From an optimization exercise on the open Yosys and OpenROAD flow, aimed at small area; shortcuts taken in it are not production practice. In this exercise RTL edits were held to simulation tests only and were not proved equivalent to the original. Power is estimated from default activity; no workload was simulated.

==> job 3711 <==
==> flow/design.v (excerpt) <==
module agc_stream #(
  parameter int          WIN_LOG2 = 10,
  parameter logic [15:0] GAIN_MIN = 16'h0010,
  parameter logic [15:0] GAIN_MAX = 16'h4000
) (
  input  logic        clk,
  input  logic        reset_n,
  input  logic        ce,
  input  logic [31:0] tdata_s,
  input  logic        tvalid_s,
  output logic        tready_s,
  output logic [31:0] tdata_m,
  output logic        tvalid_m,
  input  logic        tready_m,
  input  logic [31:0] haddr_s,
  input  logic [2:0]  hburst_s,
  input  logic [2:0]  hsize_s,
  input  logic [1:0]  htrans_s,
  input  logic [31:0] hwdata_s,
  input  logic        hwrite_s,
  input  logic        hsel_s,
  output logic [31:0] hrdata_s,
  output logic        hreadyout_s,
  output logic        hresp_s,
  output logic        irq
);
  localparam logic [2:0] A_CTRL = 3'd0;
  localparam logic [2:0] A_TGT  = 3'd1;
  localparam logic [2:0] A_HYST = 3'd2;
  localparam logic [2:0] A_STEP = 3'd3;
  localparam logic [2:0] A_MAN  = 3'd4;
  localparam logic [2:0] A_CUR  = 3'd5;
  localparam logic [2:0] A_PEAK = 3'd6;
  localparam logic [2:0] A_SAT  = 3'd7;
  function automatic logic carry16(input logic [15:0] a, input logic [15:0] b,
                                   input logic cin);
    logic c;
    integer i;
    c = cin;
    for (i = 0; i < 16; i = i + 1) c = (a[i] & b[i]) | ((a[i] | b[i]) & c);
    carry16 = c;
  endfunction
  function automatic logic [16:0] add16(input logic [15:0] a, input logic [15:0] b,
                                        input logic cin);
    logic c;
    logic [16:0] s;
    integer i;
    c = cin;
    for (i = 0; i < 16; i = i + 1) begin
      s[i] = a[i] ^ b[i] ^ c;
  ...
==> flow/config.mk <==
export PLATFORM = sky130hd
export DESIGN_NAME = agc_stream
export DESIGN_NICKNAME = agc_stream
export VERILOG_FILES = /design/flow/design.v
export SDC_FILE = /design/flow/constraint.sdc
export NUM_CORES = 4
export LEC_CHECK = 0
export CAP_MARGIN = 20
export CORE_MARGIN = 2
export CORE_UTILIZATION = 40
export SLEW_MARGIN = 20
export SYNTH_HIERARCHICAL = 1
==> flow/constraint.sdc <==
create_clock -name core_clock -period 9.0 [get_ports {clk}]
set_input_delay 1.8000 -clock core_clock [delete_from_list [all_inputs] [get_ports {clk}]]
set_output_delay 1.8000 -clock core_clock [all_outputs]
set_load 0.01 [all_outputs]
standard.sh (not shown) runs the stock make flow with config.mk's settings and CLKGATE_MAP_FILE= SYNTH_SCRIPT=/design/flow/synth_recipe.tcl, a recipe that flattens the netlist after the stock synthesis.
==> flow/flow/run.sh <==
#!/bin/bash
# The standard layout, with plain buf_1 cells (instead of the weakest-drive delay
# buffer that buffer_ports picks by default) as the port buffers.
set -euo pipefail
export BUFFER_PORTS_ARGS="-buffer_cell sky130_fd_sc_hd__buf_1"
bash standard.sh > standard.log 2>&1
==> inputs of job 6643, as changes to job 3711 <==
--- a/flow/design.v
+++ b/flow/design.v
@@ -60,11 +60,11 @@
   logic [15:0] r_target;
   logic [15:0] r_hyst;
   logic [15:0] r_step;
   logic [15:0] r_man;
   logic [15:0] r_gain;
-  logic [15:0] r_last_peak;
+  logic [15:0] r_last_key;     
   logic [15:0] r_peak;         
   logic [31:0] r_sat;
   logic [WIN_LOG2-1:0] r_cnt;
   logic        r_win_end;
   logic        r_irq;
@@ -98,26 +98,31 @@
   assign w_wrap = w_acc & (&r_cnt);
   logic [15:0] w_gain_n;
   assign w_gain_n = ~r_gain;
   agc_lane u_li (.x(tdata_s[15:0]),  .g(r_gain), .gn(w_gain_n), .y(w_oi), .sat(w_si));
   agc_lane u_lq (.x(tdata_s[31:16]), .g(r_gain), .gn(w_gain_n), .y(w_oq), .sat(w_sq));
-  logic [15:0] w_ki, w_kq, w_km, w_pk;
-  logic [15:0] w_pk_mag;
-  assign w_ki = {tdata_s[14:0]  ^ {15{tdata_s[15]}}, tdata_s[15]};
-  assign w_kq = {tdata_s[30:16] ^ {15{tdata_s[31]}}, tdata_s[31]};
-  assign w_km = carry16(w_ki, ~w_kq, 1'b0) ? w_ki : w_kq;      
-  assign w_pk = carry16(w_km, ~r_peak, 1'b0) ? w_km : r_peak;   
+  logic [15:0] w_ki, w_kq, w_max, w_last_peak;
+  logic        w_cip, w_ciq, w_cqp, w_sel_i, w_sel_q, w_sel_p;
+  assign w_ki  = {tdata_s[14:0]  ^ {15{tdata_s[15]}}, tdata_s[15]};
+  assign w_kq  = {tdata_s[30:16] ^ {15{tdata_s[31]}}, tdata_s[31]};
+  agc_gt16 u_ciq (.a(w_ki), .b(w_kq),   .gt(w_ciq));    
+  agc_gt16 u_cip (.a(w_ki), .b(r_peak), .gt(w_cip));    
+  agc_gt16 u_cqp (.a(w_kq), .b(r_peak), .gt(w_cqp));    
+  assign w_sel_i = w_ciq & w_cip;
+  assign w_sel_q = !w_ciq & w_cqp;
+  assign w_sel_p = !w_sel_i & !w_sel_q;
+  assign w_max = ({16{w_sel_i}} & w_ki) | ({16{w_sel_q}} & w_kq) | ({16{w_sel_p}} & r_peak);
   for (gi = 0; gi < 15; gi = gi + 1) begin : g_mag
-    assign w_pk_mag[gi] = w_pk[gi+1] ^ (&w_pk[gi:0]);
+    assign w_last_peak[gi] = r_last_key[gi+1] ^ (&r_last_key[gi:0]);
   end
-  assign w_pk_mag[15] = &w_pk;
+  assign w_last_peak[15] = &r_last_key;
   logic [15:0] w_dn_s, w_dn_c, w_up_s, w_up_c;
   logic        w_dn, w_up;
-  assign w_dn_s = r_last_peak ^ ~r_target ^ ~r_hyst;
-  assign w_dn_c = (r_last_peak & ~r_target) | (r_last_peak & ~r_hyst) | (~r_target & ~r_hyst);
-  assign w_up_s = r_target ^ ~r_last_peak ^ ~r_hyst;
-  assign w_up_c = (r_target & ~r_last_peak) | (r_target & ~r_hyst) | (~r_last_peak & ~r_hyst);
+  assign w_dn_s = w_last_peak ^ ~r_target ^ ~r_hyst;
+  assign w_dn_c = (w_last_peak & ~r_target) | (w_last_peak & ~r_hyst) | (~r_target & ~r_hyst);
+  assign w_up_s = r_target ^ ~w_last_peak ^ ~r_hyst;
+  assign w_up_c = (r_target & ~w_last_peak) | (r_target & ~r_hyst) | (~w_last_peak & ~r_hyst);
   function automatic logic csa_b17(input logic [15:0] s, input logic [15:0] c);
     logic k;
     integer i;
     k = s[0];
     for (i = 1; i < 16; i = i + 1) k = (s[i] & c[i-1]) | ((s[i] | c[i-1]) & k);
@@ -163,21 +168,21 @@
   end
   always_ff @(posedge clk) begin
     if (!reset_n) begin
       r_cnt       <= '0;
       r_peak      <= 16'd0;
-      r_last_peak <= 16'd0;
+      r_last_key  <= 16'd0;
     end else if (w_wr_ctrl) begin
       r_cnt  <= '0;
       r_peak <= 16'd0;
     end else if (w_acc) begin
       r_cnt <= r_cnt ^ w_cnt_pre;
       if (&r_cnt) begin
         r_peak      <= 16'd0;
-        r_last_peak <= w_pk_mag;
+        r_last_key  <= w_max;
       end else begin
-        r_peak <= w_pk;
+        r_peak <= w_max;
       end
     end
   end
   always_ff @(posedge clk) begin
     if (!reset_n) begin
@@ -223,22 +228,21 @@
     end else if (ce & tready_s) begin
       r_tvalid <= tvalid_s;
     end
     if (w_acc) r_tdata <= {w_oq, w_oi};
   end
-  always_comb begin
-    unique case (r_addr)
-      A_CTRL: hrdata_s = {30'd0, r_ctrl};
-      A_TGT:  hrdata_s = {16'd0, r_target};
-      A_HYST: hrdata_s = {16'd0, r_hyst};
-      A_STEP: hrdata_s = {16'd0, r_step};
-      A_MAN:  hrdata_s = {16'd0, r_man};
-      A_CUR:  hrdata_s = {16'd0, r_gain};
-      A_PEAK: hrdata_s = {16'd0, r_last_peak};
-      default: hrdata_s = r_sat;
-    endcase
+  logic [7:0] w_rsel;
+  for (gi = 0; gi < 8; gi = gi + 1) begin : g_rsel
+    assign w_rsel[gi] = (r_addr == gi);
+  end
+  for (gi = 0; gi < 16; gi = gi + 1) begin : g_rd
+    agc_ao8 u_ao (.s(w_rsel),
+                  .d({r_sat[gi], w_last_peak[gi], r_gain[gi], r_man[gi], r_step[gi],
+                      r_hyst[gi], r_target[gi], (gi < 2) ? r_ctrl[gi % 2] : 1'b0}),
+                  .y(hrdata_s[gi]));
   end
+  assign hrdata_s[31:16] = r_sat[31:16] & {16{w_rsel[7]}};
 endmodule
 module agc_pre32 (
   input  logic [31:0] a,
   output logic [31:0] p
 );
@@ -246,10 +250,33 @@
   assign p[0] = 1'b1;
   for (gi = 1; gi < 32; gi = gi + 1) begin : g_p
     assign p[gi] = p[gi-1] & a[gi-1];
   end
 endmodule
+module agc_gt16 (
+  input  logic [15:0] a,
+  input  logic [15:0] b,
+  output logic        gt
+);
+  logic [16:0] c;
+  genvar gi;
+  assign c[0] = 1'b0;
+  for (gi = 0; gi < 16; gi = gi + 1) begin : g_c
+    agc_maj u_m (.a(a[gi]), .b(~b[gi]), .c(c[gi]), .y(c[gi+1]));
+  end
+  assign gt = c[16];
+endmodule
+module agc_maj (input logic a, input logic b, input logic c, output logic y);
+  assign y = (a & b) | (a & c) | (b & c);
+endmodule
+module agc_ao8 (
+  input  logic [7:0] s,
+  input  logic [7:0] d,
+  output logic       y
+);
+  assign y = |(s & d);
+endmodule
 module agc_fa (input logic a, input logic b, input logic c, output logic s, output logic co);
   assign s  = a ^ b ^ c;
   assign co = (a & b) | (a & c) | (b & c);
 endmodule
 module agc_ha (input logic a, input logic b, output logic s, output logic co);
==> flow/flow/run.sh (replaced) <==
#!/bin/bash
# The standard layout (standard.sh), with two changes to how it sizes cells:
#  - plain buf_1 cells as the port buffers, instead of the weakest-drive delay
#    buffer that buffer_ports picks by default;
#  - RECOVER_POWER: after global routing, downsize gates on paths with slack.
set -euo pipefail
export BUFFER_PORTS_ARGS="-buffer_cell sky130_fd_sc_hd__buf_1"
export RECOVER_POWER=100
bash standard.sh > standard.log 2>&1
==> inputs of job 1250, as changes to job 3711 <==
--- a/flow/design.v
+++ b/flow/design.v
@@ -60,11 +60,11 @@
   logic [15:0] r_target;
   logic [15:0] r_hyst;
   logic [15:0] r_step;
   logic [15:0] r_man;
   logic [15:0] r_gain;
-  logic [15:0] r_last_peak;
+  logic [15:0] r_last_key;     
   logic [15:0] r_peak;         
   logic [31:0] r_sat;
   logic [WIN_LOG2-1:0] r_cnt;
   logic        r_win_end;
   logic        r_irq;
@@ -98,26 +98,31 @@
   assign w_wrap = w_acc & (&r_cnt);
   logic [15:0] w_gain_n;
   assign w_gain_n = ~r_gain;
   agc_lane u_li (.x(tdata_s[15:0]),  .g(r_gain), .gn(w_gain_n), .y(w_oi), .sat(w_si));
   agc_lane u_lq (.x(tdata_s[31:16]), .g(r_gain), .gn(w_gain_n), .y(w_oq), .sat(w_sq));
-  logic [15:0] w_ki, w_kq, w_km, w_pk;
-  logic [15:0] w_pk_mag;
-  assign w_ki = {tdata_s[14:0]  ^ {15{tdata_s[15]}}, tdata_s[15]};
-  assign w_kq = {tdata_s[30:16] ^ {15{tdata_s[31]}}, tdata_s[31]};
-  assign w_km = carry16(w_ki, ~w_kq, 1'b0) ? w_ki : w_kq;      
-  assign w_pk = carry16(w_km, ~r_peak, 1'b0) ? w_km : r_peak;   
+  logic [15:0] w_ki, w_kq, w_max, w_last_peak;
+  logic        w_cip, w_ciq, w_cqp, w_sel_i, w_sel_q, w_sel_p;
+  assign w_ki  = {tdata_s[14:0]  ^ {15{tdata_s[15]}}, tdata_s[15]};
+  assign w_kq  = {tdata_s[30:16] ^ {15{tdata_s[31]}}, tdata_s[31]};
+  agc_gt16 u_ciq (.a(w_ki), .b(w_kq),   .gt(w_ciq));    
+  agc_gt16 u_cip (.a(w_ki), .b(r_peak), .gt(w_cip));    
+  agc_gt16 u_cqp (.a(w_kq), .b(r_peak), .gt(w_cqp));    
+  assign w_sel_i = w_ciq & w_cip;
+  assign w_sel_q = !w_ciq & w_cqp;
+  assign w_sel_p = !w_sel_i & !w_sel_q;
+  assign w_max = ({16{w_sel_i}} & w_ki) | ({16{w_sel_q}} & w_kq) | ({16{w_sel_p}} & r_peak);
   for (gi = 0; gi < 15; gi = gi + 1) begin : g_mag
-    assign w_pk_mag[gi] = w_pk[gi+1] ^ (&w_pk[gi:0]);
+    assign w_last_peak[gi] = r_last_key[gi+1] ^ (&r_last_key[gi:0]);
   end
-  assign w_pk_mag[15] = &w_pk;
+  assign w_last_peak[15] = &r_last_key;
   logic [15:0] w_dn_s, w_dn_c, w_up_s, w_up_c;
   logic        w_dn, w_up;
-  assign w_dn_s = r_last_peak ^ ~r_target ^ ~r_hyst;
-  assign w_dn_c = (r_last_peak & ~r_target) | (r_last_peak & ~r_hyst) | (~r_target & ~r_hyst);
-  assign w_up_s = r_target ^ ~r_last_peak ^ ~r_hyst;
-  assign w_up_c = (r_target & ~r_last_peak) | (r_target & ~r_hyst) | (~r_last_peak & ~r_hyst);
+  assign w_dn_s = w_last_peak ^ ~r_target ^ ~r_hyst;
+  assign w_dn_c = (w_last_peak & ~r_target) | (w_last_peak & ~r_hyst) | (~r_target & ~r_hyst);
+  assign w_up_s = r_target ^ ~w_last_peak ^ ~r_hyst;
+  assign w_up_c = (r_target & ~w_last_peak) | (r_target & ~r_hyst) | (~w_last_peak & ~r_hyst);
   function automatic logic csa_b17(input logic [15:0] s, input logic [15:0] c);
     logic k;
     integer i;
     k = s[0];
     for (i = 1; i < 16; i = i + 1) k = (s[i] & c[i-1]) | ((s[i] | c[i-1]) & k);
@@ -163,21 +168,21 @@
   end
   always_ff @(posedge clk) begin
     if (!reset_n) begin
       r_cnt       <= '0;
       r_peak      <= 16'd0;
-      r_last_peak <= 16'd0;
+      r_last_key  <= 16'd0;
     end else if (w_wr_ctrl) begin
       r_cnt  <= '0;
       r_peak <= 16'd0;
     end else if (w_acc) begin
       r_cnt <= r_cnt ^ w_cnt_pre;
       if (&r_cnt) begin
         r_peak      <= 16'd0;
-        r_last_peak <= w_pk_mag;
+        r_last_key  <= w_max;
       end else begin
-        r_peak <= w_pk;
+        r_peak <= w_max;
       end
     end
   end
   always_ff @(posedge clk) begin
     if (!reset_n) begin
@@ -223,22 +228,21 @@
     end else if (ce & tready_s) begin
       r_tvalid <= tvalid_s;
     end
     if (w_acc) r_tdata <= {w_oq, w_oi};
   end
-  always_comb begin
-    unique case (r_addr)
-      A_CTRL: hrdata_s = {30'd0, r_ctrl};
-      A_TGT:  hrdata_s = {16'd0, r_target};
-      A_HYST: hrdata_s = {16'd0, r_hyst};
-      A_STEP: hrdata_s = {16'd0, r_step};
-      A_MAN:  hrdata_s = {16'd0, r_man};
-      A_CUR:  hrdata_s = {16'd0, r_gain};
-      A_PEAK: hrdata_s = {16'd0, r_last_peak};
-      default: hrdata_s = r_sat;
-    endcase
+  logic [7:0] w_rsel;
+  for (gi = 0; gi < 8; gi = gi + 1) begin : g_rsel
+    assign w_rsel[gi] = (r_addr == gi);
+  end
+  for (gi = 0; gi < 16; gi = gi + 1) begin : g_rd
+    agc_ao8 u_ao (.s(w_rsel),
+                  .d({r_sat[gi], w_last_peak[gi], r_gain[gi], r_man[gi], r_step[gi],
+                      r_hyst[gi], r_target[gi], (gi < 2) ? r_ctrl[gi % 2] : 1'b0}),
+                  .y(hrdata_s[gi]));
   end
+  assign hrdata_s[31:16] = r_sat[31:16] & {16{w_rsel[7]}};
 endmodule
 module agc_pre32 (
   input  logic [31:0] a,
   output logic [31:0] p
 );
@@ -246,10 +250,33 @@
   assign p[0] = 1'b1;
   for (gi = 1; gi < 32; gi = gi + 1) begin : g_p
     assign p[gi] = p[gi-1] & a[gi-1];
   end
 endmodule
+module agc_gt16 (
+  input  logic [15:0] a,
+  input  logic [15:0] b,
+  output logic        gt
+);
+  logic [16:0] c;
+  genvar gi;
+  assign c[0] = 1'b0;
+  for (gi = 0; gi < 16; gi = gi + 1) begin : g_c
+    agc_maj u_m (.a(a[gi]), .b(~b[gi]), .c(c[gi]), .y(c[gi+1]));
+  end
+  assign gt = c[16];
+endmodule
+module agc_maj (input logic a, input logic b, input logic c, output logic y);
+  assign y = (a & b) | (a & c) | (b & c);
+endmodule
+module agc_ao8 (
+  input  logic [7:0] s,
+  input  logic [7:0] d,
+  output logic       y
+);
+  assign y = |(s & d);
+endmodule
 module agc_fa (input logic a, input logic b, input logic c, output logic s, output logic co);
   assign s  = a ^ b ^ c;
   assign co = (a & b) | (a & c) | (b & c);
 endmodule
 module agc_ha (input logic a, input logic b, output logic s, output logic co);
==> flow/flow/run.sh (replaced) <==
#!/bin/bash
# The standard layout (standard.sh), with plain buf_1 cells as the port buffers
# instead of the weakest-drive delay buffer that buffer_ports picks by default.
set -euo pipefail
export BUFFER_PORTS_ARGS="-buffer_cell sky130_fd_sc_hd__buf_1"
bash standard.sh > standard.log 2>&1
==> flow/config.mk (replaced) <==
export PLATFORM = sky130hd
export DESIGN_NAME = agc_stream
export DESIGN_NICKNAME = agc_stream
export VERILOG_FILES = /design/flow/design.v
export SDC_FILE = /design/flow/constraint.sdc
export NUM_CORES = 4
export LEC_CHECK = 0
export CAP_MARGIN = 10
export CORE_MARGIN = 2
export CORE_UTILIZATION = 55
export CTS_BUF_LIST = sky130_fd_sc_hd__clkbuf_8
export SLEW_MARGIN = 10
export SYNTH_HIERARCHICAL = 1
==> notes.md <==
final worst slack 0.700 ns; Failing Checks capacitance limit, slew limit; Startpoint Class input port; max-cap viol count 6; reg2reg path depth 24; Max Slew Vio Count 239; status complete, but fails checks; final core utilization 44.5%; Simple-Gate Fraction of Synth Area 13.3%; Commonest cells post-synth xor2_1 (334), nand2_1 (269), fa_1 (256); clkbuf count 18; drt first pass iters 6
[end of results for job 6643]
==> notes.md <==
GPL Wtd Cong 0.908; drt first pass iters 7; final core utilization 44.5%; reg2reg path depth 24; max-cap viol count 0; status timing/DRC/antenna clean; multi-input combinational area share 71.3%; Clk power 881 µW; Startpoint Class flip-flop; synthesized instance count 2,766; clkbuf count 17; NonClk Buf Share 4.46%; Max Clk Rate 0.130 GHz; Simple-Gate Fraction of Synth Area 13.6%; global routing usage on met1 33.3%; Max Slew Vio Count 0; final worst slack 1.29 ns; Commonest cells post-synth xor2_1 (305), o22ai_1 (267), nand2_1 (259); M1 wire length 33,900 µm
[end of results for job 3711]
==> notes.md <==
Startpoint Class flip-flop; mux contribution to synthesized area 3.36%; Max Slew Vio Count 0; final worst slack 1.02 ns; max-cap viol count 0; clkbuf count 18; H-tree depth 4; Commonest cells post-synth xor2_1 (334), nand2_1 (269), fa_1 (256); Simple-Gate Fraction of Synth Area 13.3%; drt first pass iters 5; reg2reg path depth 23; status timing/DRC/antenna clean
[end of results for job 1250]

what the ideal ports hide:
In the flow no input, the clock included, has a driving cell. The finished layouts below were timed again as built, in two steps. Step 1 (the two cells are an assumption about what drives the block):
set clk [get_ports {clk}]
set_driving_cell -lib_cell sky130_fd_sc_hd__clkbuf_16 $clk
set_driving_cell -lib_cell sky130_fd_sc_hd__buf_2 [delete_from_list [all_inputs] $clk]
Step 2 also shifts input and output timing later by t, the mid clock arrival at the registers, as if the neighbouring blocks saw the same clock. a / b / c = ideal / step 1 / step 2; a / b = the first two.
| run | t (ns) | setup slack, ns | worst setup path at the end |
|---|---|---|---|
| job 3711 | 0.559 | 1.290 / 1.271 / 0.711 | input to register |
| job 6643 | 0.549 | 0.700 / 0.738 / 0.189 | input to register |
| job 1250 | 0.621 | 1.022 / 1.022 / 0.694 | input to register |
For job 3711, which loses most, drivers alone change the setup slack by -0.019 ns; drivers and shift together by -0.579 ns.
